Background: an optimization exercise with open tools, aiming at small area, a short achievable clock period and few clock cycles per item. Do not read the settings as production practice.
Only simulation tests tie the RTL to the original design; equivalence was not proved.
Power and IR drop assume default switching activity.

==> design.v <==
`default_nettype none
package sa_pkg;
  function automatic integer row_w(input integer rows);
    row_w = (rows > 1) ? $clog2(rows) : 1;
  endfunction
endpackage
`default_nettype wire
`default_nettype none
module sa_pe
#(
  parameter int DATA_W = 8,
  parameter int ACC_W  = 32
) (
  input  logic              clk,
  input  logic              a_neg,
  input  logic              b_neg,
  input  logic              shift,
  input  logic [DATA_W-1:0] a_in,
  input  logic [DATA_W-1:0] b_in,
  input  logic [ACC_W-1:0]  acc_in,
  output logic [ACC_W-1:0]  acc
);
  logic w_sa;
  logic w_sb;
  logic [ACC_W-1:0] r_acc;
  logic [ACC_W-1:0] w_sum;
  assign w_sa = a_neg;
  assign w_sb = b_neg;
  logic w_p0;
  logic w_p1;
  logic w_p2;
  logic w_p3;
  logic w_p4;
  logic w_p5;
  logic w_p6;
  logic w_p7;
  logic w_p8;
  logic w_p9;
  logic w_p10;
  logic w_p11;
  logic w_p12;
  logic w_p13;
  logic w_p14;
  logic w_p15;
  logic w_p16;
  logic w_p17;
  logic w_p18;
  logic w_p19;
  logic w_p20;
  logic w_p21;
  logic w_p22;
  logic w_p23;
  logic w_p24;
  logic w_p25;
  logic w_p26;
  logic w_p27;
  logic w_p28;
  logic w_p29;
  logic w_p30;
  logic w_p31;
  logic w_p32;
  logic w_p33;
  logic w_p34;
  logic w_p35;
  logic w_p36;
  logic w_p37;
  logic w_p38;
  logic w_p39;
  logic w_p40;
  logic w_p41;
  logic w_p42;
  logic w_p43;
  logic w_p44;
  logic w_p45;
  logic w_p46;
  logic w_p47;
  logic w_p48;
  logic w_p49;
  logic w_p50;
  logic w_p51;
  logic w_p52;
  logic w_p53;
  logic w_p54;
  logic w_p55;
  logic w_p56;
  logic w_p57;
  logic w_p58;
  logic w_p59;
  logic w_p60;
  logic w_p61;
  logic w_p62;
  logic w_p63;
  logic w_p64;
  logic w_p65;
  logic w_p66;
  logic w_p67;
  logic w_p68;
  logic w_p69;
  logic w_p70;
  logic w_p71;
  logic w_p72;
  logic w_p73;
  logic w_p74;
  logic w_p75;
  logic w_p76;
  logic w_p77;
  logic w_p78;
  logic w_p79;
  logic w_p80;
  logic w_p81;
  logic w_p82;
  logic w_p83;
  logic w_p84;
  logic w_p85;
  logic w_p86;
  logic w_p87;
  logic w_p88;
  logic w_p89;
  logic w_p90;
  logic w_p91;
  logic w_p92;
  logic w_p93;
  logic w_p94;
  logic w_p95;
  logic w_p96;
  logic w_p97;
  logic w_p98;
  logic w_p99;
  logic w_p100;
  logic w_p101;
  logic w_p102;
  logic w_p103;
  logic w_p104;
  logic w_p105;
  logic w_p106;
  logic w_p107;
  logic w_p108;
  logic w_p109;
  logic w_p110;
  logic w_p111;
  logic [17:0] w_s;
  logic [17:0] w_c;
  logic [17:0] r_s;
  logic [17:0] r_c;
  assign w_p0 = (a_in[0] & b_in[6]) ^ (a_in[1] & b_in[5]);
  assign w_p1 = (a_in[0] & b_in[6]) & (a_in[1] & b_in[5]);
  assign w_p2 = (a_in[0] & b_in[7]) ^ (a_in[1] & b_in[6]) ^ (a_in[2] & b_in[5]);
  assign w_p3 = ((a_in[0] & b_in[7]) & (a_in[1] & b_in[6])) | ((a_in[2] & b_in[5]) & ((a_in[0] & b_in[7]) ^ (a_in[1] & b_in[6])));
  assign w_p4 = (a_in[3] & b_in[4]) ^ (a_in[4] & b_in[3]);
  assign w_p5 = (a_in[3] & b_in[4]) & (a_in[4] & b_in[3]);
  assign w_p6 = (a_in[1] & b_in[7]) ^ (a_in[2] & b_in[6]) ^ (a_in[3] & b_in[5]);
  assign w_p7 = ((a_in[1] & b_in[7]) & (a_in[2] & b_in[6])) | ((a_in[3] & b_in[5]) & ((a_in[1] & b_in[7]) ^ (a_in[2] & b_in[6])));
  assign w_p8 = (a_in[4] & b_in[4]) ^ (a_in[5] & b_in[3]) ^ (a_in[6] & b_in[2]);
  assign w_p9 = ((a_in[4] & b_in[4]) & (a_in[5] & b_in[3])) | ((a_in[6] & b_in[2]) & ((a_in[4] & b_in[4]) ^ (a_in[5] & b_in[3])));
  assign w_p10 = (a_in[7] & b_in[1]) ^ ~(w_sa & b_in[0]);
  assign w_p11 = (a_in[7] & b_in[1]) & ~(w_sa & b_in[0]);
  assign w_p12 = (a_in[2] & b_in[7]) ^ (a_in[3] & b_in[6]) ^ (a_in[4] & b_in[5]);
  assign w_p13 = ((a_in[2] & b_in[7]) & (a_in[3] & b_in[6])) | ((a_in[4] & b_in[5]) & ((a_in[2] & b_in[7]) ^ (a_in[3] & b_in[6])));
  assign w_p14 = (a_in[5] & b_in[4]) ^ (a_in[6] & b_in[3]) ^ (a_in[7] & b_in[2]);
  assign w_p15 = ((a_in[5] & b_in[4]) & (a_in[6] & b_in[3])) | ((a_in[7] & b_in[2]) & ((a_in[5] & b_in[4]) ^ (a_in[6] & b_in[3])));
  assign w_p16 = ~(w_sa & b_in[1]) ^ ~(w_sb & a_in[1]) ^ 1'b1;
  assign w_p17 = (~(w_sa & b_in[1]) & ~(w_sb & a_in[1])) | (1'b1 & (~(w_sa & b_in[1]) ^ ~(w_sb & a_in[1])));
  assign w_p18 = (a_in[3] & b_in[7]) ^ (a_in[4] & b_in[6]) ^ (a_in[5] & b_in[5]);
  assign w_p19 = ((a_in[3] & b_in[7]) & (a_in[4] & b_in[6])) | ((a_in[5] & b_in[5]) & ((a_in[3] & b_in[7]) ^ (a_in[4] & b_in[6])));
  assign w_p20 = (a_in[6] & b_in[4]) ^ (a_in[7] & b_in[3]) ^ ~(w_sa & b_in[2]);
  assign w_p21 = ((a_in[6] & b_in[4]) & (a_in[7] & b_in[3])) | (~(w_sa & b_in[2]) & ((a_in[6] & b_in[4]) ^ (a_in[7] & b_in[3])));
  assign w_p22 = (a_in[4] & b_in[7]) ^ (a_in[5] & b_in[6]) ^ (a_in[6] & b_in[5]);
  assign w_p23 = ((a_in[4] & b_in[7]) & (a_in[5] & b_in[6])) | ((a_in[6] & b_in[5]) & ((a_in[4] & b_in[7]) ^ (a_in[5] & b_in[6])));
  assign w_p24 = (a_in[0] & b_in[4]) ^ (a_in[1] & b_in[3]);
  assign w_p25 = (a_in[0] & b_in[4]) & (a_in[1] & b_in[3]);
  assign w_p26 = (a_in[0] & b_in[5]) ^ (a_in[1] & b_in[4]) ^ (a_in[2] & b_in[3]);
  assign w_p27 = ((a_in[0] & b_in[5]) & (a_in[1] & b_in[4])) | ((a_in[2] & b_in[3]) & ((a_in[0] & b_in[5]) ^ (a_in[1] & b_in[4])));
  assign w_p28 = (a_in[3] & b_in[2]) ^ (a_in[4] & b_in[1]);
  assign w_p29 = (a_in[3] & b_in[2]) & (a_in[4] & b_in[1]);
  assign w_p30 = w_p0 ^ (a_in[2] & b_in[4]) ^ (a_in[3] & b_in[3]);
  assign w_p31 = (w_p0 & (a_in[2] & b_in[4])) | ((a_in[3] & b_in[3]) & (w_p0 ^ (a_in[2] & b_in[4])));
  assign w_p32 = (a_in[4] & b_in[2]) ^ (a_in[5] & b_in[1]) ^ (a_in[6] & b_in[0]);
  assign w_p33 = ((a_in[4] & b_in[2]) & (a_in[5] & b_in[1])) | ((a_in[6] & b_in[0]) & ((a_in[4] & b_in[2]) ^ (a_in[5] & b_in[1])));
  assign w_p34 = w_p1 ^ w_p2 ^ w_p4;
  assign w_p35 = (w_p1 & w_p2) | (w_p4 & (w_p1 ^ w_p2));
  assign w_p36 = (a_in[5] & b_in[2]) ^ (a_in[6] & b_in[1]) ^ (a_in[7] & b_in[0]);
  assign w_p37 = ((a_in[5] & b_in[2]) & (a_in[6] & b_in[1])) | ((a_in[7] & b_in[0]) & ((a_in[5] & b_in[2]) ^ (a_in[6] & b_in[1])));
  assign w_p38 = w_p3 ^ w_p5 ^ w_p6;
  assign w_p39 = (w_p3 & w_p5) | (w_p6 & (w_p3 ^ w_p5));
  assign w_p40 = w_p8 ^ w_p10 ^ ~(w_sb & a_in[0]);
  assign w_p41 = (w_p8 & w_p10) | (~(w_sb & a_in[0]) & (w_p8 ^ w_p10));
  assign w_p42 = w_p7 ^ w_p9 ^ w_p11;
  assign w_p43 = (w_p7 & w_p9) | (w_p11 & (w_p7 ^ w_p9));
  assign w_p44 = w_p12 ^ w_p14 ^ w_p16;
  assign w_p45 = (w_p12 & w_p14) | (w_p16 & (w_p12 ^ w_p14));
  assign w_p46 = w_p13 ^ w_p15 ^ w_p17;
  assign w_p47 = (w_p13 & w_p15) | (w_p17 & (w_p13 ^ w_p15));
  assign w_p48 = w_p18 ^ w_p20 ^ ~(w_sb & a_in[2]);
  assign w_p49 = (w_p18 & w_p20) | (~(w_sb & a_in[2]) & (w_p18 ^ w_p20));
  assign w_p50 = w_p19 ^ w_p21 ^ w_p22;
  assign w_p51 = (w_p19 & w_p21) | (w_p22 & (w_p19 ^ w_p21));
  assign w_p52 = (a_in[7] & b_in[4]) ^ ~(w_sa & b_in[3]) ^ ~(w_sb & a_in[3]);
  assign w_p53 = ((a_in[7] & b_in[4]) & ~(w_sa & b_in[3])) | (~(w_sb & a_in[3]) & ((a_in[7] & b_in[4]) ^ ~(w_sa & b_in[3])));
  assign w_p54 = w_p23 ^ (a_in[5] & b_in[7]) ^ (a_in[6] & b_in[6]);
  assign w_p55 = (w_p23 & (a_in[5] & b_in[7])) | ((a_in[6] & b_in[6]) & (w_p23 ^ (a_in[5] & b_in[7])));
  assign w_p56 = (a_in[7] & b_in[5]) ^ ~(w_sa & b_in[4]) ^ ~(w_sb & a_in[4]);
  assign w_p57 = ((a_in[7] & b_in[5]) & ~(w_sa & b_in[4])) | (~(w_sb & a_in[4]) & ((a_in[7] & b_in[5]) ^ ~(w_sa & b_in[4])));
  assign w_p58 = (a_in[6] & b_in[7]) ^ (a_in[7] & b_in[6]) ^ ~(w_sa & b_in[5]);
  assign w_p59 = ((a_in[6] & b_in[7]) & (a_in[7] & b_in[6])) | (~(w_sa & b_in[5]) & ((a_in[6] & b_in[7]) ^ (a_in[7] & b_in[6])));
  assign w_p60 = (a_in[0] & b_in[3]) ^ (a_in[1] & b_in[2]);
  assign w_p61 = (a_in[0] & b_in[3]) & (a_in[1] & b_in[2]);
  assign w_p62 = w_p24 ^ (a_in[2] & b_in[2]) ^ (a_in[3] & b_in[1]);
  assign w_p63 = (w_p24 & (a_in[2] & b_in[2])) | ((a_in[3] & b_in[1]) & (w_p24 ^ (a_in[2] & b_in[2])));
  assign w_p64 = w_p25 ^ w_p26 ^ w_p28;
  assign w_p65 = (w_p25 & w_p26) | (w_p28 & (w_p25 ^ w_p26));
  assign w_p66 = w_p27 ^ w_p29 ^ w_p30;
  assign w_p67 = (w_p27 & w_p29) | (w_p30 & (w_p27 ^ w_p29));
  assign w_p68 = w_p31 ^ w_p33 ^ w_p34;
  assign w_p69 = (w_p31 & w_p33) | (w_p34 & (w_p31 ^ w_p33));
  assign w_p70 = w_p35 ^ w_p37 ^ w_p38;
  assign w_p71 = (w_p35 & w_p37) | (w_p38 & (w_p35 ^ w_p37));
  assign w_p72 = w_p39 ^ w_p41 ^ w_p42;
  assign w_p73 = (w_p39 & w_p41) | (w_p42 & (w_p39 ^ w_p41));
  assign w_p74 = w_p43 ^ w_p45 ^ w_p46;
  assign w_p75 = (w_p43 & w_p45) | (w_p46 & (w_p43 ^ w_p45));
  assign w_p76 = w_p47 ^ w_p49 ^ w_p50;
  assign w_p77 = (w_p47 & w_p49) | (w_p50 & (w_p47 ^ w_p49));
  assign w_p78 = w_p51 ^ w_p53 ^ w_p54;
  assign w_p79 = (w_p51 & w_p53) | (w_p54 & (w_p51 ^ w_p53));
  assign w_p80 = w_p55 ^ w_p57 ^ w_p58;
  assign w_p81 = (w_p55 & w_p57) | (w_p58 & (w_p55 ^ w_p57));
  assign w_p82 = w_p59 ^ (a_in[7] & b_in[7]) ^ ~(w_sa & b_in[6]);
  assign w_p83 = (w_p59 & (a_in[7] & b_in[7])) | (~(w_sa & b_in[6]) & (w_p59 ^ (a_in[7] & b_in[7])));
  assign w_p84 = (a_in[0] & b_in[2]) ^ (a_in[1] & b_in[1]);
  assign w_p85 = (a_in[0] & b_in[2]) & (a_in[1] & b_in[1]);
  assign w_p86 = w_p60 ^ (a_in[2] & b_in[1]) ^ (a_in[3] & b_in[0]);
  assign w_p87 = (w_p60 & (a_in[2] & b_in[1])) | ((a_in[3] & b_in[0]) & (w_p60 ^ (a_in[2] & b_in[1])));
  assign w_p88 = w_p61 ^ w_p62 ^ (a_in[4] & b_in[0]);
  assign w_p89 = (w_p61 & w_p62) | ((a_in[4] & b_in[0]) & (w_p61 ^ w_p62));
  assign w_p90 = w_p63 ^ w_p64 ^ (a_in[5] & b_in[0]);
  assign w_p91 = (w_p63 & w_p64) | ((a_in[5] & b_in[0]) & (w_p63 ^ w_p64));
  assign w_p92 = w_p65 ^ w_p66 ^ w_p32;
  assign w_p93 = (w_p65 & w_p66) | (w_p32 & (w_p65 ^ w_p66));
  assign w_p94 = w_p67 ^ w_p68 ^ w_p36;
  assign w_p95 = (w_p67 & w_p68) | (w_p36 & (w_p67 ^ w_p68));
  assign w_p96 = w_p69 ^ w_p70 ^ w_p40;
  assign w_p97 = (w_p69 & w_p70) | (w_p40 & (w_p69 ^ w_p70));
  assign w_p98 = w_p71 ^ w_p72 ^ w_p44;
  assign w_p99 = (w_p71 & w_p72) | (w_p44 & (w_p71 ^ w_p72));
  assign w_p100 = w_p73 ^ w_p74 ^ w_p48;
  assign w_p101 = (w_p73 & w_p74) | (w_p48 & (w_p73 ^ w_p74));
  assign w_p102 = w_p75 ^ w_p76 ^ w_p52;
  assign w_p103 = (w_p75 & w_p76) | (w_p52 & (w_p75 ^ w_p76));
  assign w_p104 = w_p77 ^ w_p78 ^ w_p56;
  assign w_p105 = (w_p77 & w_p78) | (w_p56 & (w_p77 ^ w_p78));
  assign w_p106 = w_p79 ^ w_p80 ^ ~(w_sb & a_in[5]);
  assign w_p107 = (w_p79 & w_p80) | (~(w_sb & a_in[5]) & (w_p79 ^ w_p80));
  assign w_p108 = w_p81 ^ w_p82 ^ ~(w_sb & a_in[6]);
  assign w_p109 = (w_p81 & w_p82) | (~(w_sb & a_in[6]) & (w_p81 ^ w_p82));
  assign w_p110 = w_p83 ^ ~(w_sa & b_in[7]) ^ ~(w_sb & a_in[7]);
  assign w_p111 = (w_p83 & ~(w_sa & b_in[7])) | (~(w_sb & a_in[7]) & (w_p83 ^ ~(w_sa & b_in[7])));
  assign w_s = {1'b0, w_p111, w_p109, w_p107, w_p105, w_p103, w_p101, w_p99, w_p97, w_p95, w_p93, w_p91, w_p89, w_p87, w_p85, w_p84, (a_in[0] & b_in[1]), (a_in[0] & b_in[0])};
  assign w_c = {1'b0, (w_sa & w_sb), w_p110, w_p108, w_p106, w_p104, w_p102, w_p100, w_p98, w_p96, w_p94, w_p92, w_p90, w_p88, w_p86, (a_in[2] & b_in[0]), (a_in[1] & b_in[0]), 1'b0};
  always_ff @(posedge clk) begin
    r_s <= w_s;
    r_c <= w_c;
  end
  logic [19:0] w_l0;
  logic [19:0] w_l1;
  logic [19:0] w_lo;
  logic [13:0] w_hi_m;
  logic [13:0] w_hi_p;
  logic [13:0] w_hi;
  logic w_q0;
  logic w_q1;
  logic w_q2;
  logic w_q3;
  logic w_q4;
  logic w_q5;
  logic w_q6;
  logic w_q7;
  logic w_q8;
  logic w_q9;
  logic w_q10;
  logic w_q11;
  logic w_q12;
  logic w_q13;
  logic w_q14;
  logic w_q15;
  logic w_q16;
  logic w_q17;
  logic w_q18;
  logic w_q19;
  logic w_q20;
  logic w_q21;
  logic w_q22;
  logic w_q23;
  logic w_q24;
  logic w_q25;
  logic w_q26;
  logic w_q27;
  logic w_q28;
  logic w_q29;
  logic w_q30;
  logic w_q31;
  logic w_q32;
  logic w_q33;
  logic w_q34;
  logic w_q35;
  logic w_q36;
  logic w_q37;
  assign w_q0 = r_acc[17] ^ r_s[17];
  assign w_q1 = r_acc[17] & r_s[17];
  assign w_q2 = r_acc[0] ^ r_s[0];
  assign w_q3 = r_acc[0] & r_s[0];
  assign w_q4 = r_acc[1] ^ r_s[1] ^ r_c[1];
  assign w_q5 = (r_acc[1] & r_s[1]) | (r_c[1] & (r_acc[1] ^ r_s[1]));
  assign w_q6 = r_acc[2] ^ r_s[2] ^ r_c[2];
  assign w_q7 = (r_acc[2] & r_s[2]) | (r_c[2] & (r_acc[2] ^ r_s[2]));
  assign w_q8 = r_acc[3] ^ r_s[3] ^ r_c[3];
  assign w_q9 = (r_acc[3] & r_s[3]) | (r_c[3] & (r_acc[3] ^ r_s[3]));
  assign w_q10 = r_acc[4] ^ r_s[4] ^ r_c[4];
  assign w_q11 = (r_acc[4] & r_s[4]) | (r_c[4] & (r_acc[4] ^ r_s[4]));
  assign w_q12 = r_acc[5] ^ r_s[5] ^ r_c[5];
  assign w_q13 = (r_acc[5] & r_s[5]) | (r_c[5] & (r_acc[5] ^ r_s[5]));
  assign w_q14 = r_acc[6] ^ r_s[6] ^ r_c[6];
  assign w_q15 = (r_acc[6] & r_s[6]) | (r_c[6] & (r_acc[6] ^ r_s[6]));
  assign w_q16 = r_acc[7] ^ r_s[7] ^ r_c[7];
  assign w_q17 = (r_acc[7] & r_s[7]) | (r_c[7] & (r_acc[7] ^ r_s[7]));
  assign w_q18 = r_acc[8] ^ r_s[8] ^ r_c[8];
  assign w_q19 = (r_acc[8] & r_s[8]) | (r_c[8] & (r_acc[8] ^ r_s[8]));
  assign w_q20 = r_acc[9] ^ r_s[9] ^ r_c[9];
  assign w_q21 = (r_acc[9] & r_s[9]) | (r_c[9] & (r_acc[9] ^ r_s[9]));
  assign w_q22 = r_acc[10] ^ r_s[10] ^ r_c[10];
  assign w_q23 = (r_acc[10] & r_s[10]) | (r_c[10] & (r_acc[10] ^ r_s[10]));
  assign w_q24 = r_acc[11] ^ r_s[11] ^ r_c[11];
  assign w_q25 = (r_acc[11] & r_s[11]) | (r_c[11] & (r_acc[11] ^ r_s[11]));
  assign w_q26 = r_acc[12] ^ r_s[12] ^ r_c[12];
  assign w_q27 = (r_acc[12] & r_s[12]) | (r_c[12] & (r_acc[12] ^ r_s[12]));
  assign w_q28 = r_acc[13] ^ r_s[13] ^ r_c[13];
  assign w_q29 = (r_acc[13] & r_s[13]) | (r_c[13] & (r_acc[13] ^ r_s[13]));
  assign w_q30 = r_acc[14] ^ r_s[14] ^ r_c[14];
  assign w_q31 = (r_acc[14] & r_s[14]) | (r_c[14] & (r_acc[14] ^ r_s[14]));
  assign w_q32 = r_acc[15] ^ r_s[15] ^ r_c[15];
  assign w_q33 = (r_acc[15] & r_s[15]) | (r_c[15] & (r_acc[15] ^ r_s[15]));
  assign w_q34 = r_acc[16] ^ r_s[16] ^ r_c[16];
  assign w_q35 = (r_acc[16] & r_s[16]) | (r_c[16] & (r_acc[16] ^ r_s[16]));
  assign w_q36 = w_q0 ^ r_c[17] ^ 1'b1;
  assign w_q37 = (w_q0 & r_c[17]) | (1'b1 & (w_q0 ^ r_c[17]));
  assign w_l0 = {1'b0, w_q37, w_q35, w_q33, w_q31, w_q29, w_q27, w_q25, w_q23, w_q21, w_q19, w_q17, w_q15, w_q13, w_q11, w_q9, w_q7, w_q5, w_q3, w_q2};
  assign w_l1 = {1'b0, w_q1, w_q36, w_q34, w_q32, w_q30, w_q28, w_q26, w_q24, w_q22, w_q20, w_q18, w_q16, w_q14, w_q12, w_q10, w_q8, w_q6, w_q4, r_c[0]};
  logic [19:0] w_ag;
  logic [19:0] w_ap;
  assign w_ag = w_l0[19:0] & w_l1[19:0];
  assign w_ap = w_l0[19:0] ^ w_l1[19:0];
  logic w_an0g;
  assign w_an0g = w_ag[1] | (w_ap[1] & w_ag[0]);
  logic w_an0p;
  assign w_an0p = w_ap[1] & w_ap[0];
  logic w_an1g;
  assign w_an1g = w_ag[3] | (w_ap[3] & w_ag[2]);
  logic w_an1p;
  assign w_an1p = w_ap[3] & w_ap[2];
  logic w_an2g;
  assign w_an2g = w_ag[5] | (w_ap[5] & w_ag[4]);
  logic w_an2p;
  assign w_an2p = w_ap[5] & w_ap[4];
  logic w_an3g;
  assign w_an3g = w_ag[7] | (w_ap[7] & w_ag[6]);
  logic w_an3p;
  assign w_an3p = w_ap[7] & w_ap[6];
  logic w_an4g;
  assign w_an4g = w_ag[9] | (w_ap[9] & w_ag[8]);
  logic w_an4p;
  assign w_an4p = w_ap[9] & w_ap[8];
  logic w_an5g;
  assign w_an5g = w_ag[11] | (w_ap[11] & w_ag[10]);
  logic w_an5p;
  assign w_an5p = w_ap[11] & w_ap[10];
  logic w_an6g;
  assign w_an6g = w_ag[13] | (w_ap[13] & w_ag[12]);
  logic w_an6p;
  assign w_an6p = w_ap[13] & w_ap[12];
  logic w_an7g;
  assign w_an7g = w_ag[15] | (w_ap[15] & w_ag[14]);
  logic w_an7p;
  assign w_an7p = w_ap[15] & w_ap[14];
  logic w_an8g;
  assign w_an8g = w_ag[17] | (w_ap[17] & w_ag[16]);
  logic w_an8p;
  assign w_an8p = w_ap[17] & w_ap[16];
  logic w_an9g;
  assign w_an9g = w_ag[19] | (w_ap[19] & w_ag[18]);
  logic w_an9p;
  assign w_an9p = w_ap[19] & w_ap[18];
  logic w_an10g;
  assign w_an10g = w_ag[2] | (w_ap[2] & w_an0g);
  logic w_an10p;
  assign w_an10p = w_ap[2] & w_an0p;
  logic w_an11g;
  assign w_an11g = w_an1g | (w_an1p & w_an0g);
  logic w_an11p;
  assign w_an11p = w_an1p & w_an0p;
  logic w_an12g;
  assign w_an12g = w_ag[6] | (w_ap[6] & w_an2g);
  logic w_an12p;
  assign w_an12p = w_ap[6] & w_an2p;
  logic w_an13g;
  assign w_an13g = w_an3g | (w_an3p & w_an2g);
  logic w_an13p;
  assign w_an13p = w_an3p & w_an2p;
  logic w_an14g;
  assign w_an14g = w_ag[10] | (w_ap[10] & w_an4g);
  logic w_an14p;
  assign w_an14p = w_ap[10] & w_an4p;
  logic w_an15g;
  assign w_an15g = w_an5g | (w_an5p & w_an4g);
  logic w_an15p;
  assign w_an15p = w_an5p & w_an4p;
  logic w_an16g;
  assign w_an16g = w_ag[14] | (w_ap[14] & w_an6g);
  logic w_an16p;
  assign w_an16p = w_ap[14] & w_an6p;
  logic w_an17g;
  assign w_an17g = w_an7g | (w_an7p & w_an6g);
  logic w_an17p;
  assign w_an17p = w_an7p & w_an6p;
  logic w_an18g;
  assign w_an18g = w_ag[18] | (w_ap[18] & w_an8g);
  logic w_an18p;
  assign w_an18p = w_ap[18] & w_an8p;
  logic w_an19g;
  assign w_an19g = w_an9g | (w_an9p & w_an8g);
  logic w_an19p;
  assign w_an19p = w_an9p & w_an8p;
  logic w_an20g;
  assign w_an20g = w_ag[4] | (w_ap[4] & w_an11g);
  logic w_an20p;
  assign w_an20p = w_ap[4] & w_an11p;
  logic w_an21g;
  assign w_an21g = w_an2g | (w_an2p & w_an11g);
  logic w_an21p;
  assign w_an21p = w_an2p & w_an11p;
  logic w_an22g;
  assign w_an22g = w_an12g | (w_an12p & w_an11g);
  logic w_an22p;
  assign w_an22p = w_an12p & w_an11p;
  logic w_an23g;
  assign w_an23g = w_an13g | (w_an13p & w_an11g);
  logic w_an23p;
  assign w_an23p = w_an13p & w_an11p;
  logic w_an24g;
  assign w_an24g = w_ag[12] | (w_ap[12] & w_an15g);
  logic w_an24p;
  assign w_an24p = w_ap[12] & w_an15p;
  logic w_an25g;
  assign w_an25g = w_an6g | (w_an6p & w_an15g);
  logic w_an25p;
  assign w_an25p = w_an6p & w_an15p;
  logic w_an26g;
  assign w_an26g = w_an16g | (w_an16p & w_an15g);
  logic w_an26p;
  assign w_an26p = w_an16p & w_an15p;
  logic w_an27g;
  assign w_an27g = w_an17g | (w_an17p & w_an15g);
  logic w_an27p;
  assign w_an27p = w_an17p & w_an15p;
  logic w_an28g;
  assign w_an28g = w_ag[8] | (w_ap[8] & w_an23g);
  logic w_an28p;
  assign w_an28p = w_ap[8] & w_an23p;
  logic w_an29g;
  assign w_an29g = w_an4g | (w_an4p & w_an23g);
  logic w_an29p;
  assign w_an29p = w_an4p & w_an23p;
  logic w_an30g;
  assign w_an30g = w_an14g | (w_an14p & w_an23g);
  logic w_an30p;
  assign w_an30p = w_an14p & w_an23p;
  logic w_an31g;
  assign w_an31g = w_an15g | (w_an15p & w_an23g);
  logic w_an31p;
  assign w_an31p = w_an15p & w_an23p;
  logic w_an32g;
  assign w_an32g = w_an24g | (w_an24p & w_an23g);
  logic w_an32p;
  assign w_an32p = w_an24p & w_an23p;
  logic w_an33g;
  assign w_an33g = w_an25g | (w_an25p & w_an23g);
  logic w_an33p;
  assign w_an33p = w_an25p & w_an23p;
  logic w_an34g;
  assign w_an34g = w_an26g | (w_an26p & w_an23g);
  logic w_an34p;
  assign w_an34p = w_an26p & w_an23p;
  logic w_an35g;
  assign w_an35g = w_an27g | (w_an27p & w_an23g);
  logic w_an35p;
  assign w_an35p = w_an27p & w_an23p;
  logic w_an36g;
  assign w_an36g = w_ag[16] | (w_ap[16] & w_an35g);
  logic w_an36p;
  assign w_an36p = w_ap[16] & w_an35p;
  logic w_an37g;
  assign w_an37g = w_an8g | (w_an8p & w_an35g);
  logic w_an37p;
  assign w_an37p = w_an8p & w_an35p;
  logic w_an38g;
  assign w_an38g = w_an18g | (w_an18p & w_an35g);
  logic w_an38p;
  assign w_an38p = w_an18p & w_an35p;
  logic w_an39g;
  assign w_an39g = w_an19g | (w_an19p & w_an35g);
  logic w_an39p;
  assign w_an39p = w_an19p & w_an35p;
  assign w_lo = {(w_ap[19] ^ w_an38g), (w_ap[18] ^ w_an37g), (w_ap[17] ^ w_an36g), (w_ap[16] ^ w_an35g), (w_ap[15] ^ w_an34g), (w_ap[14] ^ w_an33g), (w_ap[13] ^ w_an32g), (w_ap[12] ^ w_an31g), (w_ap[11] ^ w_an30g), (w_ap[10] ^ w_an29g), (w_ap[9] ^ w_an28g), (w_ap[8] ^ w_an23g), (w_ap[7] ^ w_an22g), (w_ap[6] ^ w_an21g), (w_ap[5] ^ w_an20g), (w_ap[4] ^ w_an11g), (w_ap[3] ^ w_an10g), (w_ap[2] ^ w_an0g), (w_ap[1] ^ w_ag[0]), w_ap[0]};
  assign w_hi_p[0] = 1'b1;
  assign w_hi_m[0] = 1'b1;
  assign w_hi_p[1] = &r_acc[18:18];
  assign w_hi_m[1] = ~|r_acc[18:18];
  assign w_hi_p[2] = &r_acc[19:18];
  assign w_hi_m[2] = ~|r_acc[19:18];
  assign w_hi_p[3] = &r_acc[20:18];
  assign w_hi_m[3] = ~|r_acc[20:18];
  assign w_hi_p[4] = &r_acc[21:18];
  assign w_hi_m[4] = ~|r_acc[21:18];
  assign w_hi_p[5] = &r_acc[22:18];
  assign w_hi_m[5] = ~|r_acc[22:18];
  assign w_hi_p[6] = &r_acc[23:18];
  assign w_hi_m[6] = ~|r_acc[23:18];
  assign w_hi_p[7] = &r_acc[24:18];
  assign w_hi_m[7] = ~|r_acc[24:18];
  assign w_hi_p[8] = &r_acc[25:18];
  assign w_hi_m[8] = ~|r_acc[25:18];
  assign w_hi_p[9] = &r_acc[26:18];
  assign w_hi_m[9] = ~|r_acc[26:18];
  assign w_hi_p[10] = &r_acc[27:18];
  assign w_hi_m[10] = ~|r_acc[27:18];
  assign w_hi_p[11] = &r_acc[28:18];
  assign w_hi_m[11] = ~|r_acc[28:18];
  assign w_hi_p[12] = &r_acc[29:18];
  assign w_hi_m[12] = ~|r_acc[29:18];
  assign w_hi_p[13] = &r_acc[30:18];
  assign w_hi_m[13] = ~|r_acc[30:18];
  assign w_hi = r_acc[ACC_W-1:18] ^ (w_lo[19] ? w_hi_p : (w_hi_m & {14{~w_lo[18]}}));
  assign w_sum = {w_hi, w_lo[17:0]};
  always_ff @(posedge clk) begin
    if (shift) r_acc <= acc_in;
    else       r_acc <= w_sum;
  end
  assign acc = r_acc;
endmodule
`default_nettype wire
`default_nettype none
module systolic_array_os_ctrl
#(
  parameter int ROWS   = 4,
  parameter int COLS   = 4,
  parameter int DATA_W = 8,
  parameter int ACC_W  = 32,
  parameter int KLEN_W = 16,
  localparam int OROW_W = (ROWS > 1) ? $clog2(ROWS) : 1
) (
  input  logic                     clk,
  input  logic                     rst_n,
  input  logic                     start,
  input  logic [KLEN_W-1:0]        k_len,
  input  logic                     signed_en,
  output logic                     busy,
  input  logic                     in_valid,
  output logic                     in_ready,
  input  logic [ROWS*DATA_W-1:0]   a_data,
  input  logic [COLS*DATA_W-1:0]   b_data,
  output logic                     out_valid,
  input  logic                     out_ready,
  output logic [OROW_W-1:0]        out_row,
  output logic [COLS*ACC_W-1:0]    out_data,
  output logic                     done
);
  localparam int c_row_w = sa_pkg::row_w(ROWS);
  logic                  r_busy;
  logic                  r_load;
  logic                  r_out;
  logic                  r_done;
  logic                  r_signed;
  logic                  r_dirty;
  logic                  r_wait;
  logic [1:0]            r_zcnt;
  logic [KLEN_W-1:0]     r_rem;
  logic [c_row_w-1:0]    r_row;
  logic                  r_l1;
  logic                  r_l2;
  logic                  w_beat;
  logic                  w_last;
  logic                  w_take;
  logic                  w_shift;
  logic [ROWS*DATA_W-1:0] r_a;
  logic [COLS*DATA_W-1:0] r_b;
  logic [ROWS-1:0]        r_as;
  logic [COLS-1:0]        r_bs;
  logic [ACC_W-1:0]       w_acc [ROWS+1][COLS];
  assign w_beat  = r_load & in_valid;
  assign w_last  = (r_rem == KLEN_W'(1));
  assign w_take  = r_out & out_ready;
  assign w_shift = w_take | r_dirty;
  always_ff @(posedge clk or negedge rst_n) begin
    if (!rst_n) begin
      r_busy   <= 1'b0;
      r_load   <= 1'b0;
      r_out    <= 1'b0;
      r_done   <= 1'b0;
      r_signed <= 1'b0;
      r_dirty  <= 1'b1;
      r_wait   <= 1'b0;
      r_zcnt   <= '0;
      r_rem    <= '0;
      r_row    <= '0;
      r_l1     <= 1'b0;
      r_l2     <= 1'b0;
    end else begin
      r_done <= 1'b0;
      r_l1   <= w_beat & w_last;
      r_l2   <= r_l1;
      if (r_dirty) begin
        r_zcnt <= r_zcnt + 1'b1;
        if (r_zcnt == 2'd3) r_dirty <= 1'b0;
      end
      if (!r_busy) begin
        if (start) begin
          r_busy   <= 1'b1;
          r_signed <= signed_en;
          r_rem    <= k_len;
          if (r_dirty)             r_wait <= 1'b1;
          else if (k_len != '0)    r_load <= 1'b1;
          else                     r_out  <= 1'b1;
        end
      end
      if (r_wait && !r_dirty) begin
        r_wait <= 1'b0;
        if (r_rem != '0) r_load <= 1'b1;
        else             r_out  <= 1'b1;
      end
      if (w_beat) begin
        r_rem <= r_rem - 1'b1;
        if (w_last) r_load <= 1'b0;
      end
      if (r_l2) r_out <= 1'b1;
      if (w_take) begin
        r_row <= r_row + 1'b1;
        if (r_row == c_row_w'(ROWS - 1)) begin
          r_out  <= 1'b0;
          r_busy <= 1'b0;
          r_done <= 1'b1;
        end
      end
    end
  end
  always_ff @(posedge clk) begin
    r_a <= w_beat ? a_data : '0;
    r_b <= w_beat ? b_data : '0;
    for (int i = 0; i < ROWS; i++) r_as[i] <= w_beat & r_signed & a_data[i*DATA_W + DATA_W-1];
    for (int j = 0; j < COLS; j++) r_bs[j] <= w_beat & r_signed & b_data[j*DATA_W + DATA_W-1];
  end
  for (genvar gj = 0; gj < COLS; gj++) begin : g_zero
    assign w_acc[ROWS][gj] = '0;
  end
  for (genvar gi = 0; gi < ROWS; gi++) begin : g_pe_row
    for (genvar gj = 0; gj < COLS; gj++) begin : g_pe_col
      sa_pe #(
        .DATA_W (DATA_W),
        .ACC_W  (ACC_W)
      ) u_pe (
        .clk       (clk),
        .a_neg     (r_as[gi]),
        .b_neg     (r_bs[gj]),
        .shift     (w_shift),
        .a_in      (r_a[gi*DATA_W +: DATA_W]),
        .b_in      (r_b[gj*DATA_W +: DATA_W]),
        .acc_in    (w_acc[gi+1][gj]),
        .acc       (w_acc[gi][gj])
      );
    end
  end
  for (genvar gj = 0; gj < COLS; gj++) begin : g_out
    assign out_data[gj*ACC_W +: ACC_W] = w_acc[0][gj];
  end
  assign busy      = r_busy;
  assign in_ready  = r_load;
  assign out_valid = r_out;
  assign out_row   = r_row;
  assign done      = r_done;
endmodule
`default_nettype wire
==> flow/run.sh <==
#!/bin/bash
# The standard synthesis and layout, with two changes:
#  - Yosys's synth skips its early ABC pass (-noabc), so the full adders it
#    extracts keep the polarity the RTL writes them in; everything else in the
#    synthesis script is the standard flow's own (synth_recipe.tcl, first line amended).
#  - ORFS's timing repair aims for setup slack beyond the clock period's
#    (SETUP_SLACK_MARGIN); the SDC is unchanged.
# Each step's full output goes to a log file in the folder this runs in.
set -euo pipefail
MARGIN=6.6
sed '1s/-noshare/-noshare -noabc/' synth_recipe.tcl > synth_noabc.tcl
export SETUP_SLACK_MARGIN=$MARGIN
bash standard.sh SYNTH_SCRIPT="$PWD/synth_noabc.tcl" synth > synth.log 2>&1
bash standard.sh SYNTH_SCRIPT="$PWD/synth_noabc.tcl" SETUP_SLACK_MARGIN=$MARGIN finish > layout.log 2>&1
==> standard.sh <==
#!/bin/bash
# synth_recipe.tcl (not shown) runs the flow's synth.tcl, then flattens the netlist and writes it again
# the make line also repeats each setting of config.mk as NAME=value (left out here)
make -C /OpenROAD-flow-scripts/flow DESIGN_CONFIG=/design/flow/config.mk WORK_HOME=/design/flow/orfs CLKGATE_MAP_FILE= SYNTH_SCRIPT=/design/flow/synth_recipe.tcl "${@:-finish}"
==> config.mk <==
export PLATFORM = sky130hd
export DESIGN_NAME = systolic_array_os_ctrl
export DESIGN_NICKNAME = systolic_array_os_ctrl
export VERILOG_FILES = /design/flow/design.v
export SDC_FILE = /design/flow/constraint.sdc
export NUM_CORES = 4
export LEC_CHECK = 0
export CAP_MARGIN = 20
export CORE_MARGIN = 2
export CORE_UTILIZATION = 60
export PLACE_DENSITY = 0.7
export SLEW_MARGIN = 20
==> constraint.sdc <==
create_clock -name core_clock -period 10.0 [get_ports {clk}]
set_input_delay 2.0000 -clock core_clock [delete_from_list [all_inputs] [get_ports {clk}]]
set_output_delay 2.0000 -clock core_clock [all_outputs]
set_load 0.01 [all_outputs]
==> flow_summary_export.csv, run 1 <==
group,metric,value,unit
clock_tree,numCtsBuffers,133,
worst_setup_path,start_kind,"flip-flop",
logic_synthesis,synth_edf_count,0,
floorplan,pin_count,220,
power,powerDensity,300,nW/um^2
logic_synthesis,syn-num-nets,9053,
finish,mostFrequentLayoutCells,"and2_1 (1189), fa_1 (1070), dfxtp_1 (948), nand2_1 (823), ha_1 (382)",
floorplan,die_y,362,um
global_route,overflow,0,
logic_synthesis,ys_types,78,
global_route,grt_pass1_wl,315,mm
power,vdd_drop_max,174,uV
clock_tree,clock_path_buffers,3,
detailed_routing,drt_pass1_iterations,5,
placement,gp_congestion,0.869,
sta,slew_violations,0,
sta,layout_setup_ws,6.45,ns
global_route,grt_usage,30.8,%
power,finalPower,26.5,mW
finish,final_common_cell,"and2_1",
sta,fin_crit_sh,35.5,%
worst_setup_path,worst_path_max_delay_cell,"fa_1",
sta,fin_tns_setup,0,ns
detailed_routing,drt_iter0_drc,3565,
placement,dp_hpwl,127,mm
sta,fin_crit,3.55,ns
worst_setup_path,crit_buf_inv,1,
floorplan,die_area,131000,sq um
sta,worstMarginPinSlew,0.889,ns
clock_tree,tritoncts,"done",
logic_synthesis,synth.avg_cell_area,10.3,sq um
min_path,hold_class,"flip-flop to flip-flop",
worst_setup_path,cp.required,10.64,ns
sta,timing.hold.ws,0.385,ns
detailed_routing,detail_route.wirelength,203,mm
worst_setup_path,arrival,4.19,ns
worst_setup_path,path_max_fanout,5,
clock_tree,cts_root_buf,"clkbuf_16",
floorplan,die_x,362,um
logic_synthesis,ys_seq_area_share,29.9,%
finish,area_delta_synth_final,14.6,%
placement,placed_area,80300,sq um
sta,rsz0062_at_grt,"true",
logic_synthesis,yosysTopAreaCell,"dfxtp_1",
global_route,first_global_vias,56600,
clock_tree,path_clk_slew,0.06,ns
detailed_routing,ant_nets,0,
logic_synthesis,async_reset_ff_share,2.54,%
worst_setup_path,critPathMaxStageDelay,0.58,ns
logic_synthesis,syn_area,76800,sq um
sta,fin_skew,0.0269,ns
worst_setup_path,crit_chain,"fa_1 -> ha_4 -> a2111o_1 -> a21o_1 -> a41o_1 -> a2111o_2 -> and2_4 -> buf_12 -> nor2b_4 -> mux2i_1 -> xor2_1 -> o21ai_1",
floorplan,floorplan.rows,131,
finish,stdcell_count,9423,
finish,nFillCells,9619,
placement,port_buffers,219,
sta,slew_headroom,40.3,%
finish,stdcell_area,88100,sq um
global_route,grt_max_degree,120,
finish,final_nets,9254,
logic_synthesis,yosysWarnings,4,
worst_setup_path,cp-end-kind,"flip-flop",
floorplan,core,127000,sq um
placement,place_ws,5.13,ns
detailed_routing,vias_per_cell,5.75,
power,leakagePower,39.1,nW
worst_setup_path,criticalPathCategory,"flip-flop to flip-flop",
finish,drive_gt1_share,12.9,%
worst_setup_path,cp_top_family,"compound AO/OA/AOI/OAI gates",
clock_tree,hold_buffers,0,
logic_synthesis,synth-main-ff-cell,"dfxtp_1",
sta,finalSetupViolCount,0,
detailed_routing,drc,0,
clock_tree,htree_levels,4,
detailed_routing,avgRoutedWirePerCell,21.5,um
logic_synthesis,postSynthCellCount,7459,
logic_synthesis,netlist.area_leader.share,29.0,%
finish,fin_util,69.1,%
clock_tree,cts.sink_count,1141,
logic_synthesis,synth_area_leaders,"dfxtp_1 (29%), fa_1 (28%), and2_1 (9.7%)",
global_route,antenna_found_initial,5,
sta,clock.fmax,0.281,GHz
clock_tree,worstSkewPairLatency,0.77,ns
placement,dpl.cell_count,9023,
detailed_routing,vias,54200,
run_status,outcome,"timing/DRC/antenna clean",
logic_synthesis,synth_seq_cells,1141,
floorplan,initial_core_util,60.3,%
job,drv_cap,0,
sta,hold_violations,0,
## sequential cells by signal (all words and copies together), names as in the netlist
register and count:
r_a 32, r_bs 4, r_out 1, r_as 4, r_rem 16, g_pe_row.g_pe_col.u_pe.r_c 256
r_load 1, g_pe_row.g_pe_col.u_pe.r_acc 512, r_done 1, r_row 2, r_busy 1, r_b 32
g_pe_row.g_pe_col.u_pe.r_s 272, r_wait 1, r_dirty 1, r_l2 1, r_zcnt 2, r_l1 1
r_signed 1
## final timing paths
path	from	slack [ns]	depth (start not counted)	to
max	g_pe_row[2].g_pe_col[3].u_pe.r_acc[5]	6.45	12	g_pe_row[2].g_pe_col[3].u_pe.r_acc[20]
min	r_l1	0.38	0	r_l2
max reg2reg	g_pe_row[2].g_pe_col[3].u_pe.r_acc[5]	6.45	12	g_pe_row[2].g_pe_col[3].u_pe.r_acc[20]
min reg2reg	r_l1	0.38	0	r_l2
max in group asynchronous	rst_n	8.05	2	r_dirty
min in group asynchronous	rst_n	1.62	2	r_rem[2]
## cell usage after synthesis, types with 7 or more instances
library cell,number
buf_1,12
nand3_1,68
dfxtp_1,1112
o21bai_1,19
or2_2,20
nand3b_1,8
inv_1,268
xor2_1,155
o211ai_1,14
o21a_1,26
o21ai_0,351
nand4_1,35
nor4_1,35
a21oi_1,171
and2_1,1192
nand2_1,825
a31oi_1,21
a21o_1,94
nor2_1,279
and4_1,15
nor3_1,71
o22ai_1,14
a211oi_1,23
nor3b_1,10
a22oi_1,14
fa_1,1088
or4_1,24
clkbuf_1,365
nor2b_1,34
nand2b_1,40
mux2i_1,68
xnor2_1,246
or3_1,42
ha_1,420
buf_4,8
mux2_2,10
and3_1,111
dfrtp_1,28
o31ai_1,23
a31o_2,7
a211o_1,9
## repair_timing
action / CTS / global route
gates cloned: 8 / 12
endpoints found under the setup margin: 512 / 357
buffers inserted: 89 / 55
resized for setup: 797 / 247
pin swaps: 62 / 152
## routing by layer
layer / vias to the layer above / routed length, um / global-route usage, %
met1: 27600 / 87600 / 42.6
met2: 1720 / 94000 / 49.4
met4: 0 / 6350 / 9.51
li1: 24500 / - / -
met5: - / 0 / 0
met3: 342 / 15100 / 5.83
## layout make-up
| cell class | count | area (sq um) | share of cell area (%) |
|---|---|---|---|
| multi-input combinational | 5662 | 52900 | 60.1 |
| sequential | 1141 | 23300 | 26.5 |
| inverter | 268 | 1010 | 1.14 |
| antenna | 6 | 15.0 | 0.0171 |
| tap | 1662 | 2080 | 2.36 |
| clock buffer | 188 | 3900 | 4.43 |
| clock inverter | 42 | 611 | 0.693 |
| timing repair buffer | 454 | 4200 | 4.77 |
## logic make-up after synthesis
family	share of synthesized area, %
DFF	29.9
muxes	1.03
AOI/OAI and AO/OA	6.62
buffers and inverters	3.28
and+or+nand+nor	19.4
adders and majority gates	35.2
xor gates and xnor gates	4.57
## power by group
part           leakage, nW  internal (mW)  switching [mW]
combinational         27.3           6.53            7.01
sequential            9.63           6.23            1.63
clock                 2.21           3.07            1.99
total                 39.1           15.8            10.6
Testbench counts, summed over its fixed seeds: cycles 12,562, jobs 320.
==> run 2, diff against run 1 <==
==> flow/run.sh (replaced) <==
#!/bin/bash
# The standard synthesis and layout, with ORFS's timing repair told to aim
# for setup slack beyond the clock period's (the SDC is unchanged). Each
# step's full output goes to a log file in the folder this runs in.
set -euo pipefail
MARGIN=6.6
export SETUP_SLACK_MARGIN=$MARGIN
bash standard.sh synth > synth.log 2>&1
bash standard.sh SETUP_SLACK_MARGIN=$MARGIN finish > layout.log 2>&1
--- a/config.mk
+++ b/config.mk
@@ -10,2 +10,4 @@
 export CORE_UTILIZATION = 60
+export CTS_BUF_LIST = sky130_fd_sc_hd__clkbuf_8
+export CTS_CLUSTER_SIZE = 20
 export PLACE_DENSITY = 0.7
==> run 2 against run 1 <==
Against the previous run:
- clock skew rose by 0.0087 ns
- die area increased by 2.0%
- first-iteration DRC count decreased by 3.1%
- critical path depth decreased by 10
- routed wire length shrank 0.22%
- critical endpoint is now in_ready
- largest power group unchanged
==> flow_summary_export.csv, run 2 <==
group,metric,value,unit
logic_synthesis,synth_adder_area_share,34.5,%
finish,reg_top3,"g_pe_row.g_pe_col.u_pe.r_acc: 512 flops, g_pe_row.g_pe_col.u_pe.r_s: 272 flops, g_pe_row.g_pe_col.u_pe.r_c: 256 flops",
sta,hold_violations,0,
placement,dp_hpwl,131,mm
global_route,grt_max_degree,200,
clock_tree,path_clk_slew,0.06,ns
power,power_switching_share,40.9,%
logic_synthesis,async_reset_ff_share,2.54,%
finish,stdcell_area,90200,sq um
detailed_routing,avgRoutedWirePerCell,19.7,um
sta,fin_tns_setup,0,ns
finish,area_delta_synth_final,15.0,%
clock_tree,htree_levels,4,
global_route,grt_pass1_wl,320,mm
sta,slew_violations,0,
logic_synthesis,synth.avg_cell_area,9.73,sq um
worst_setup_path,crit_buf_inv,2,
power,p_clk_share,17.7,%
power,power_frac_seq,31.3,%
worst_setup_path,start_kind,"flip-flop",
detailed_routing,vias_per_cell,5.53,
logic_synthesis,syn_area,78400,sq um
logic_synthesis,netlist.area_leader.share,28.4,%
detailed_routing,ant_nets,0,
logic_synthesis,ys_types,85,
finish,nFillCells,9920,
logic_synthesis,postSynthCellCount,8054,
clock_tree,clock_path_buffers,3,
logic_synthesis,syn-num-nets,9648,
logic_synthesis,synthTopCellsByCount,"dfxtp_1 (1112), fa_1 (1088), nand2_1 (969)",
min_path,hold_class,"flip-flop to flip-flop",
finish,regArea,23400,sq um
logic_synthesis,ys_seq_area_share,29.3,%
placement,gp_congestion,0.864,
worst_setup_path,cp.required,8.00,ns
worst_setup_path,cp-end-kind,"output port",
worst_setup_path,crit_chain,"buf_12 -> buf_6",
sta,fin_crit,3.56,ns
power,pwr-share-comb,51.0,%
sta,rsz0062_at_grt,"true",
detailed_routing,drc,0,
job,drv_cap,0,
placement,port_buffers,219,
worst_setup_path,criticalPathCategory,"flip-flop to output port",
worst_setup_path,worst_path_max_delay_cell,"dfrtp_2",
finish,mostFrequentLayoutCells,"fa_1 (1079), nand2_1 (963), and2_1 (955), dfxtp_1 (945), inv_1 (934)",
power,p_int,14.5,mW
logic_synthesis,synth-main-ff-cell,"dfxtp_1",
finish,largest-register,"g_pe_row.g_pe_col.u_pe.r_acc",
clock_tree,numCtsBuffers,195,
worst_setup_path,cp_top_family,"flip-flops",
worst_setup_path,path_max_fanout,2,
detailed_routing,detail_route.wirelength,203,mm
floorplan,die_area,134000,sq um
logic_synthesis,yosysWarnings,4,
logic_synthesis,synth.most_common_cell,"dfxtp_1",
global_route,first_global_vias,59800,
logic_synthesis,synth_compound_area_share,7.09,%
finish,multiInputGateArea,52400,sq um
floorplan,die_y,365,um
clock_tree,tritoncts,"done",
global_route,antenna_found_initial,9,
sta,slew_headroom,22.2,%
floorplan,core,130000,sq um
detailed_routing,vias,56800,
floorplan,initial_core_util,60.5,%
floorplan,floorplan.rows,132,
clock_tree,hold_buffers,0,
logic_synthesis,synthSimpleGateAreaFrac,17.8,%
clock_tree,cts_root_buf,"clkbuf_8",
clock_tree,worstSkewPairLatency,0.92,ns
power,switchingPower,10.0,mW
sta,clock.fmax,0.281,GHz
logic_synthesis,synth-xor-area-share,4.41,%
sta,timing.hold.ws,0.357,ns
placement,placed_area,81900,sq um
logic_synthesis,synth_seq_cells,1141,
global_route,grt_usage,30.6,%
worst_setup_path,critPathMaxStageDelay,0.42,ns
finish,drive_gt1_share,13.7,%
sta,worstMarginPinSlew,1.17,ns
worst_setup_path,arrival,1.56,ns
run_status,outcome,"timing/DRC/antenna clean",
power,vdd_drop_max,182,uV
finish,final_nets,9967,
global_route,overflow,0,
detailed_routing,drt_pass1_iterations,7,
power,leakagePower,40.6,nW
logic_synthesis,synth_edf_count,0,
finish,largest_register_ffs,512,
logic_synthesis,synth_top_family_by_area,"adder cells",
finish,final_common_cell,"fa_1",
floorplan,pin_count,220,
detailed_routing,drt_iter0_drc,3453,
sta,fin_skew,0.0356,ns
sta,finalSetupViolCount,0,
power,powerDensity,272,nW/um^2
sta,fin_crit_sh,35.6,%
floorplan,die_x,365,um
clock_tree,cts.sink_count,1141,
logic_synthesis,synth_area_leaders,"dfxtp_1 (28%), fa_1 (28%), and2_1 (7.6%)",
logic_synthesis,synthMuxAreaShare,0.707,%
logic_synthesis,yosysTopAreaCell,"dfxtp_1",
## run 2: changes by cell type in the layout (fill, tap and decap cells not counted), moves of 23 or more
cell             previous run  this run
xor2_1                    154       191
xnor2_1                   243       200
buf_2                      74         4
and2_1                   1189       955
nand2_1                   823       963
clkbuf_16                 143         2
clkdlybuf4s15_2            56         1
buf_6                      28       154
clkbuf_1                   23         0
clkbuf_8                   28       239
buf_4                     184       250
inv_1                     268       934
dfxtp_4                    51        76
o21ai_0                   312       346
## run 2: stage by stage
stage | total power [mW] | utilization [%] | instances | setup WS, ns
finish | 24.5 | 69.5 | 10300 | 6.44
global route | 26.5 | 69.5 | 10300 | 6.37
CTS | 23.5 | 68.2 | 10200 | 6.33
detailed placement | 17.9 | 63.2 | 9701 | 4.74
global placement | 17.6 | 63.2 | 9701 | 4.84
floorplan | 14.9 | - | 8054 | 6.62
## run 2: cell type report
class	count	area share (%)
clock buffers	239	3.65
repair buffers	510	5.43
well taps	1742	2.42
diodes	6	0.0167
inverters	879	3.66
multi-input cells	5646	58.1
clock inverters	105	0.784
flip-flops and latches	1141	25.9
## run 2: worst paths after layout
| kind | startpoint | end | slack, ns | depth (start not counted) |
|---|---|---|---|---|
| max | r_load | in_ready | 6.44 | 2 |
| max in group asynchronous | rst_n | r_dirty | 8.20 | 2 |
| min in group asynchronous | rst_n | r_rem[15] | 1.48 | 2 |
| min reg2reg | r_l1 | r_l2 | 0.36 | 0 |
| max reg2reg | g_pe_row[2].g_pe_col[1].u_pe.r_s[2] | g_pe_row[2].g_pe_col[1].u_pe.r_acc[17] | 6.51 | 13 |
| min | r_l1 | r_l2 | 0.36 | 0 |
## run 2: per-layer routing
layer  wire, um  vias to the layer above  track usage [%]
met2      95500                     1710             50.2
met3      15800                      393             6.88
met4       6600                        0             10.3
met5          0                        -                0
li1           -                    26100                -
met1      84600                    28600             40.1
## run 2: kinds of logic (layout without fill, tap and decap cells)
kind of cell,count (synthesis),in the layout
buffers and inverters,1272,1733
AOI/OAI and AO/OA,929,932
other,0,6
muxes,55,55
adders and majority gates,1508,1508
DFF,1141,1141
and+or+nand+nor,2754,2756
xor gates and xnor gates,395,395
## run 2: power groups by stage
stage	clock (mW)	sequential (mW)	combinational, mW
finish	4.34	7.68	12.5
global route	4.64	7.88	14.0
CTS	4.43	7.67	11.4
detailed placement	0	7.72	10.2
global placement	0	7.72	9.86
floorplan	0	7.18	7.68
## run 2: timing repair
| item | 4_1_cts | 5_1_grt |
|---|---|---|
| pin swaps | 59 | 116 |
| cloned | 6 | 6 |
| setup buffers | 134 | 71 |
| gates resized for setup | 1057 | 262 |
| setup endpoints to repair | 539 | 388 |
==> run 3, diff against run 2 <==
--- a/flow/run.sh
+++ b/flow/run.sh
@@ -5,3 +5,3 @@
 set -euo pipefail
-MARGIN=6.6
+MARGIN=6.75
 export SETUP_SLACK_MARGIN=$MARGIN
--- a/config.mk
+++ b/config.mk
@@ -10,4 +10,2 @@
 export CORE_UTILIZATION = 60
-export CTS_BUF_LIST = sky130_fd_sc_hd__clkbuf_8
-export CTS_CLUSTER_SIZE = 20
 export PLACE_DENSITY = 0.7
==> run 3 against run 2 <==
Against the previous run:
- final cell count fell by 0.91%
- global-route usage rose by 0.53 points
- largest power group unchanged
- clock power rose by 12%
- die area did not move
- count of clock-buffer cells in the layout fell by 59
- maximum frequency rose by 4.0%
- critical endpoint is now g_pe_row[0].g_pe_col[1].u_pe.r_acc[30]
- non-clock buffer count rose by 25
- setup slack improved by 0.14 ns
- combinational power rose by 6%
- core utilization rose by 1.2 points
- cell area rose by 1.7%
- register-to-register slack improved by 0.06 ns
- largest cell class unchanged
==> flow_summary_export.csv, run 3 <==
group,metric,value,unit
floorplan,core,130000,sq um
detailed_routing,vias,57200,
sta,fin_crit_sh,34.3,%
sta,fin_skew,0.0227,ns
power,finalPower,25.9,mW
sta,clock.fmax,0.292,GHz
logic_synthesis,postSynthCellCount,8054,
power,switchingPower,10.5,mW
detailed_routing,ant_nets,0,
worst_setup_path,reg2reg_setup_slack,6.57,ns
clock_tree,path_clk_slew,0.06,ns
sta,fin_crit,3.43,ns
logic_synthesis,synth_seq_cells,1141,
worst_setup_path,path_max_fanout,4,
finish,largest_register_ffs,512,
worst_setup_path,arrival,4.06,ns
clock_tree,htree_levels,4,
logic_synthesis,async_reset_ff_share,2.54,%
worst_setup_path,reg2reg_depth,13,
min_path,hold_class,"flip-flop to flip-flop",
detailed_routing,drt_pass1_iterations,6,
power,leakagePower,40.9,nW
logic_synthesis,synth-main-ff-cell,"dfxtp_1",
clock_tree,cts.sink_count,1141,
clock_tree,numCtsBuffers,132,
finish,stdcell_area,91700,sq um
detailed_routing,drc,0,
job,drv_cap,0,
min_path,hold_path_startpoint,"r_l1",
global_route,antenna_found_initial,11,
logic_synthesis,synth.most_common_cell,"dfxtp_1",
finish,largest-register,"g_pe_row.g_pe_col.u_pe.r_acc",
logic_synthesis,yosysTopAreaCell,"dfxtp_1",
power,power_frac_seq,29.9,%
logic_synthesis,yosysWarnings,4,
logic_synthesis,netlist.area_leader.share,28.4,%
worst_setup_path,criticalPathCategory,"flip-flop to flip-flop",
finish,fin_util,70.8,%
detailed_routing,drt_iter0_drc,3677,
worst_setup_path,cp-end-kind,"flip-flop",
run_status,outcome,"timing/DRC/antenna clean",
power,p_int,15.5,mW
global_route,grt_usage,31.1,%
floorplan,initial_core_util,60.5,%
floorplan,floorplan.rows,132,
logic_synthesis,synth.avg_cell_area,9.73,sq um
global_route,first_global_vias,59900,
logic_synthesis,synth_edf_count,0,
worst_setup_path,start_kind,"flip-flop",
logic_synthesis,synthTopCellsByCount,"dfxtp_1 (1112), fa_1 (1088), nand2_1 (969)",
sta,rsz0062_at_grt,"true",
floorplan,pin_count,220,
worst_setup_path,reg2reg_to,"g_pe_row[0].g_pe_col[1].u_pe.r_acc[30]",
placement,placed_area,82000,sq um
power,vdd_drop_max,173,uV
logic_synthesis,ys_seq_area_share,29.3,%
detailed_routing,detail_route.wirelength,206,mm
power,power_switching_share,40.3,%
finish,mostFrequentLayoutCells,"fa_1 (1076), nand2_1 (954), and2_1 (953), dfxtp_1 (940), inv_1 (865)",
finish,drive_gt1_share,14.7,%
power,p_clk_share,18.8,%
detailed_routing,vias_per_cell,5.62,
floorplan,die_y,365,um
global_route,grt_max_degree,112,
sta,slew_violations,0,
placement,dp_hpwl,130,mm
clock_tree,hold_buffers,0,
clock_tree,clock_path_buffers,3,
finish,final_nets,9931,
finish,reg_top3,"g_pe_row.g_pe_col.u_pe.r_acc: 512 flops, g_pe_row.g_pe_col.u_pe.r_s: 272 flops, g_pe_row.g_pe_col.u_pe.r_c: 256 flops",
clock_tree,tritoncts,"done",
global_route,overflow,0,
clock_tree,worstSkewPairLatency,0.78,ns
placement,gp_congestion,0.839,
floorplan,die_area,134000,sq um
sta,hold_violations,0,
worst_setup_path,r2r_start,"g_pe_row[0].g_pe_col[1].u_pe.r_acc[2]",
power,pwr-share-comb,51.3,%
finish,area_delta_synth_final,17.0,%
finish,final_common_cell,"fa_1",
worst_setup_path,cp.required,10.63,ns
logic_synthesis,syn-num-nets,9648,
sta,finalSetupViolCount,0,
detailed_routing,avgRoutedWirePerCell,20.3,um
min_path,holdPathEnd,"r_l2",
power,powerDensity,282,nW/um^2
placement,port_buffers,219,
logic_synthesis,ys_types,85,
sta,worstMarginPinSlew,0.922,ns
sta,slew_headroom,37.9,%
clock_tree,cts_root_buf,"clkbuf_16",
global_route,grt_pass1_wl,324,mm
logic_synthesis,syn_area,78400,sq um
floorplan,die_x,365,um
min_path,hold_depth,0,
logic_synthesis,synth_area_leaders,"dfxtp_1 (28%), fa_1 (28%), and2_1 (7.6%)",
sta,fin_tns_setup,0,ns
==> run 3: cell counts after synthesis <==
No cell type changed its count.
==> run 3: worst max path at each step <==
stage                                               start                                endpoint  slack (ns)  cells past startpoint
floorplan                                        in_valid                               r_rem[11]        6.75                      6
global placement                                out_ready  g_pe_row[2].g_pe_col[1].u_pe.r_acc[22]        5.20                      7
detailed placement                              out_ready  g_pe_row[0].g_pe_col[3].u_pe.r_acc[31]        5.17                      7
CTS                   g_pe_row[3].g_pe_col[1].u_pe.r_s[2]  g_pe_row[3].g_pe_col[1].u_pe.r_acc[19]        6.50                     11
global route        g_pe_row[0].g_pe_col[1].u_pe.r_acc[3]  g_pe_row[0].g_pe_col[1].u_pe.r_acc[30]        6.47                     15
finish              g_pe_row[0].g_pe_col[1].u_pe.r_acc[2]  g_pe_row[0].g_pe_col[1].u_pe.r_acc[30]        6.57                     13
==> run 3: cells by family (layout without fill, tap and decap cells) <==
kind of cell / Yosys count / after routing / share of synthesized area [%]
AOI/OAI and AO/OA: 929 / 932 / 7.09
xor gates and xnor gates: 395 / 395 / 4.41
adders and majority gates: 1508 / 1508 / 34.5
buffers and inverters: 1272 / 1643 / 6.15
DFF: 1141 / 1141 / 29.3
muxes: 55 / 55 / 0.707
other: 0 / 1 / 0
and+or+nand+nor: 2754 / 2758 / 17.8
==> run 3: power groups by stage <==
stage / logic [mW] / registers, mW / clock network (mW)
after floorplan: 7.69 / 7.18 / 0
after global placement: 9.88 / 7.72 / 0
after detailed placement: 10.2 / 7.71 / 0
after CTS: 12.0 / 7.69 / 4.96
after global routing: 14.7 / 7.92 / 5.14
final: 13.3 / 7.74 / 4.88
==> run 3: cell type report <==
class                           count  area [sq um]
Tap cell                         1742          2180
Fill cell                        9673         37900
Clock buffer                      180          3690
Antenna cell                        1          2.50
Multi-Input combinational cell   5648         53300
Sequential cell                  1141         23400
Timing Repair Buffer              535          5170
Inverter                          879          3300
Clock inverter                     49           663
==> run 3: stage by stage <==
stage	setup WS (ns)	hold slack (ns)	instances
floorplan	6.75	0.331	8054
global placement	5.20	0.350	9707
detailed placement	5.17	0.343	9707
CTS	6.50	0.365	10100
global route	6.47	0.373	10200
finish	6.57	0.360	10200
==> run 3: worst max-delay path, stage by stage, from the launching register on <==
cell      delay [ns]
dfxtp_2         0.33
fa_1            0.59
ha_4            0.23
a211oi_4        0.21
o21bai_2        0.11
o41a_1          0.46
a211oi_4        0.31
buf_6           0.16
o211ai_1        0.10
buf_4           0.19
nor4_4          0.27
a21oi_2         0.07
xor2_1          0.16
o21ai_1         0.07
==> run 3: what timing repair did <==
item / in CTS / in global routing
pin swaps: 117 / 201
endpoints found under the setup margin: 647 / 401
cloned: 12 / 5
buffers inserted: 151 / 70
resized for setup: 1192 / 391
==> run 3: per-layer routing <==
layer,wire [um],GRT usage [%],vias up
met2,96100,50.4,1858
met3,16300,6.96,371
met4,6150,9.72,0
li1,-,-,26000
met1,87900,41.7,29000
met5,0,0,-
==> run 4, diff against run 3 <==
--- a/flow/run.sh
+++ b/flow/run.sh
@@ -5,3 +5,3 @@
 set -euo pipefail
-MARGIN=6.75
+MARGIN=6.6
 export SETUP_SLACK_MARGIN=$MARGIN
==> run 4 against run 3 <==
Against the previous run:
- still clean on timing, DRC and antenna
- synthesized cell count did not move
- maximum frequency fell by 0.43%
- area after synthesis did not move
- clock skew fell by 0.0021 ns
- sequential share of layout area rose by 0.55 points
==> flow_summary_export.csv, run 4 <==
group,metric,value,unit
clock_tree,worstSkewPairLatency,0.78,ns
global_route,antenna_found_initial,10,
floorplan,die_y,365,um
sta,fin_tns_setup,0,ns
floorplan,die_area,134000,sq um
global_route,grt_pass1_wl,319,mm
logic_synthesis,yosysWarnings,4,
finish,mostFrequentLayoutCells,"fa_1 (1081), nand2_1 (962), dfxtp_1 (957), and2_1 (955), inv_1 (878)",
global_route,top_usage_layer,"met2",
min_path,hold_path_startpoint,"r_l1",
global_route,grtUsageMet2,49.9,%
logic_synthesis,synth-main-ff-cell,"dfxtp_1",
global_route,grt_max_degree,200,
clock_tree,numCtsBuffers,131,
detailed_routing,drt_pass1_iterations,5,
worst_setup_path,criticalPathCategory,"flip-flop to output port",
placement,dp_hpwl,131,mm
placement,dpl.cell_count,9701,
power,vdd_drop_max,164,uV
finish,final_common_cell,"fa_1",
placement,port_buffers,219,
floorplan,die_x,365,um
power,p_int,14.7,mW
min_path,hold_class,"flip-flop to flip-flop",
worst_setup_path,reg2reg_setup_slack,6.56,ns
global_route,met1_usage,40.9,%
worst_setup_path,reg2reg_to,"g_pe_row[3].g_pe_col[3].u_pe.r_acc[31]",
placement,gp_congestion,0.864,
run_status,outcome,"timing/DRC/antenna clean",
clock_tree,tritoncts,"done",
detailed_routing,vias_per_cell,5.61,
logic_synthesis,synth_edf_count,0,
power,p_clk_share,20.3,%
logic_synthesis,netlist.area_leader.share,28.4,%
logic_synthesis,async_reset_ff_share,2.54,%
logic_synthesis,yosysTopAreaCell,"dfxtp_1",
clock_tree,cts_root_buf,"clkbuf_16",
finish,largest-register,"g_pe_row.g_pe_col.u_pe.r_acc",
worst_setup_path,critPathLaunch,"r_load",
sta,hold_violations,0,
floorplan,initial_core_util,60.5,%
sta,slew_headroom,31.1,%
finish,reg_top3,"g_pe_row.g_pe_col.u_pe.r_acc: 512 flops, g_pe_row.g_pe_col.u_pe.r_s: 272 flops, g_pe_row.g_pe_col.u_pe.r_c: 256 flops",
power,leakagePower,40.0,nW
min_path,hold_depth,0,
global_route,grtUsageMet3,6.04,%
worst_setup_path,r2r_start,"g_pe_row[3].g_pe_col[3].u_pe.r_s[2]",
sta,fin_crit_sh,34.4,%
clock_tree,htree_levels,4,
logic_synthesis,synthTopCellsByCount,"dfxtp_1 (1112), fa_1 (1088), nand2_1 (969)",
detailed_routing,avgRoutedWirePerCell,20.2,um
worst_setup_path,arrival,1.44,ns
power,powerDensity,275,nW/um^2
clock_tree,path_clk_slew,0.06,ns
sta,worstMarginPinSlew,1.03,ns
logic_synthesis,postSynthCellCount,8054,
power,power_switching_share,40.2,%
global_route,overflow,0,
worst_setup_path,start_kind,"flip-flop",
logic_synthesis,synth_area_leaders,"dfxtp_1 (28%), fa_1 (28%), and2_1 (7.6%)",
floorplan,pin_count,220,
floorplan,core,130000,sq um
power,switchingPower,9.88,mW
worst_setup_path,path_max_fanout,2,
logic_synthesis,syn-num-nets,9648,
power,finalPower,24.6,mW
finish,final_nets,9823,
clock_tree,cts.sink_count,1141,
worst_setup_path,cp.required,8.00,ns
finish,largest_register_ffs,512,
finish,area_delta_synth_final,14.1,%
run 4: timing repair:
item                                    in CTS  in global routing
hold buffers                                 0                  0
gates resized for setup                    835                205
hold endpoints to repair                     0                  0
setup buffers                               76                 48
pin swaps                                   54                 78
endpoints found under the setup margin     589                287
cloned                                       8                  5
run 4: worst max-delay path by stage:
stage,end,cells past startpoint
2_1_floorplan,g_pe_row[1].g_pe_col[3].u_pe.r_acc[24],8
6_report,in_ready,2
4_1_cts,g_pe_row[0].g_pe_col[1].u_pe.r_acc[6],6
5_1_grt,g_pe_row[3].g_pe_col[3].u_pe.r_acc[31],12
3_3_place_gp,g_pe_row[2].g_pe_col[1].u_pe.r_acc[11],6
3_5_place_dp,g_pe_row[2].g_pe_col[1].u_pe.r_acc[5],6
run 4: metrics by stage:
step | instance area (sq um) | setup slack, ns | utilization [%] | hold slack (ns)
after CTS | 88000 | 6.41 | 67.9 | 0.363
final | 89400 | 6.56 | 69.0 | 0.359
after floorplan | 78400 | 6.62 | - | 0.331
after detailed placement | 81900 | 4.74 | 63.2 | 0.353
after global placement | 81900 | 4.84 | 63.2 | 0.336
after global routing | 89400 | 6.42 | 69.0 | 0.364
run 4: cells by family (layout without fill, tap and decap cells):
family / Yosys count / after routing / share of synthesized area, %
xor+xnor: 395 / 395 / 4.41
flops: 1141 / 1141 / 29.3
other cells: 0 / 7 / 0
buf+inv: 1272 / 1540 / 6.15
compound gates: 929 / 932 / 7.09
fa+ha+maj: 1508 / 1508 / 34.5
mux: 55 / 55 / 0.707
simple gates: 2754 / 2756 / 17.8
run 4: power groups by stage:
stage | Sequential, mW | Combinational (mW) | Clock [mW]
finish | 7.69 | 11.9 | 4.99
global route | 7.90 | 13.3 | 5.26
CTS | 7.68 | 11.1 | 5.08
detailed placement | 7.72 | 10.2 | 0
global placement | 7.72 | 9.86 | 0
floorplan | 7.18 | 7.68 | 0
run 4: per-layer routing:
metal,vias up,wire length (um)
met5,-,15
met4,2,7290
met3,397,15200
met2,1716,95200
met1,28600,85900
li1,25800,-
run 4: area by class of cell:
type / count / area (sq um)
multi-input combinational: 5646 / 52300
fill: 9861 / 40200
sequential: 1141 / 23300
clock buffer: 195 / 3950
timing repair buffer: 430 / 3860
inverter: 879 / 3300
tap: 1742 / 2180
clock inverter: 36 / 536
antenna: 7 / 17.5
run 4: worst max-delay path, stage by stage (launching register included):
cell and delay (ns):
dfrtp_2 0.42, buf_12 0.14, buf_6 0.11

Setup slack of run 4, layout unchanged: 6.560 ns with ideal ports, 6.476 ns with driving cells assumed (clock clkbuf_16, inputs buf_2), 5.812 ns with port delays also shifted by the 0.851 ns mid clock arrival.
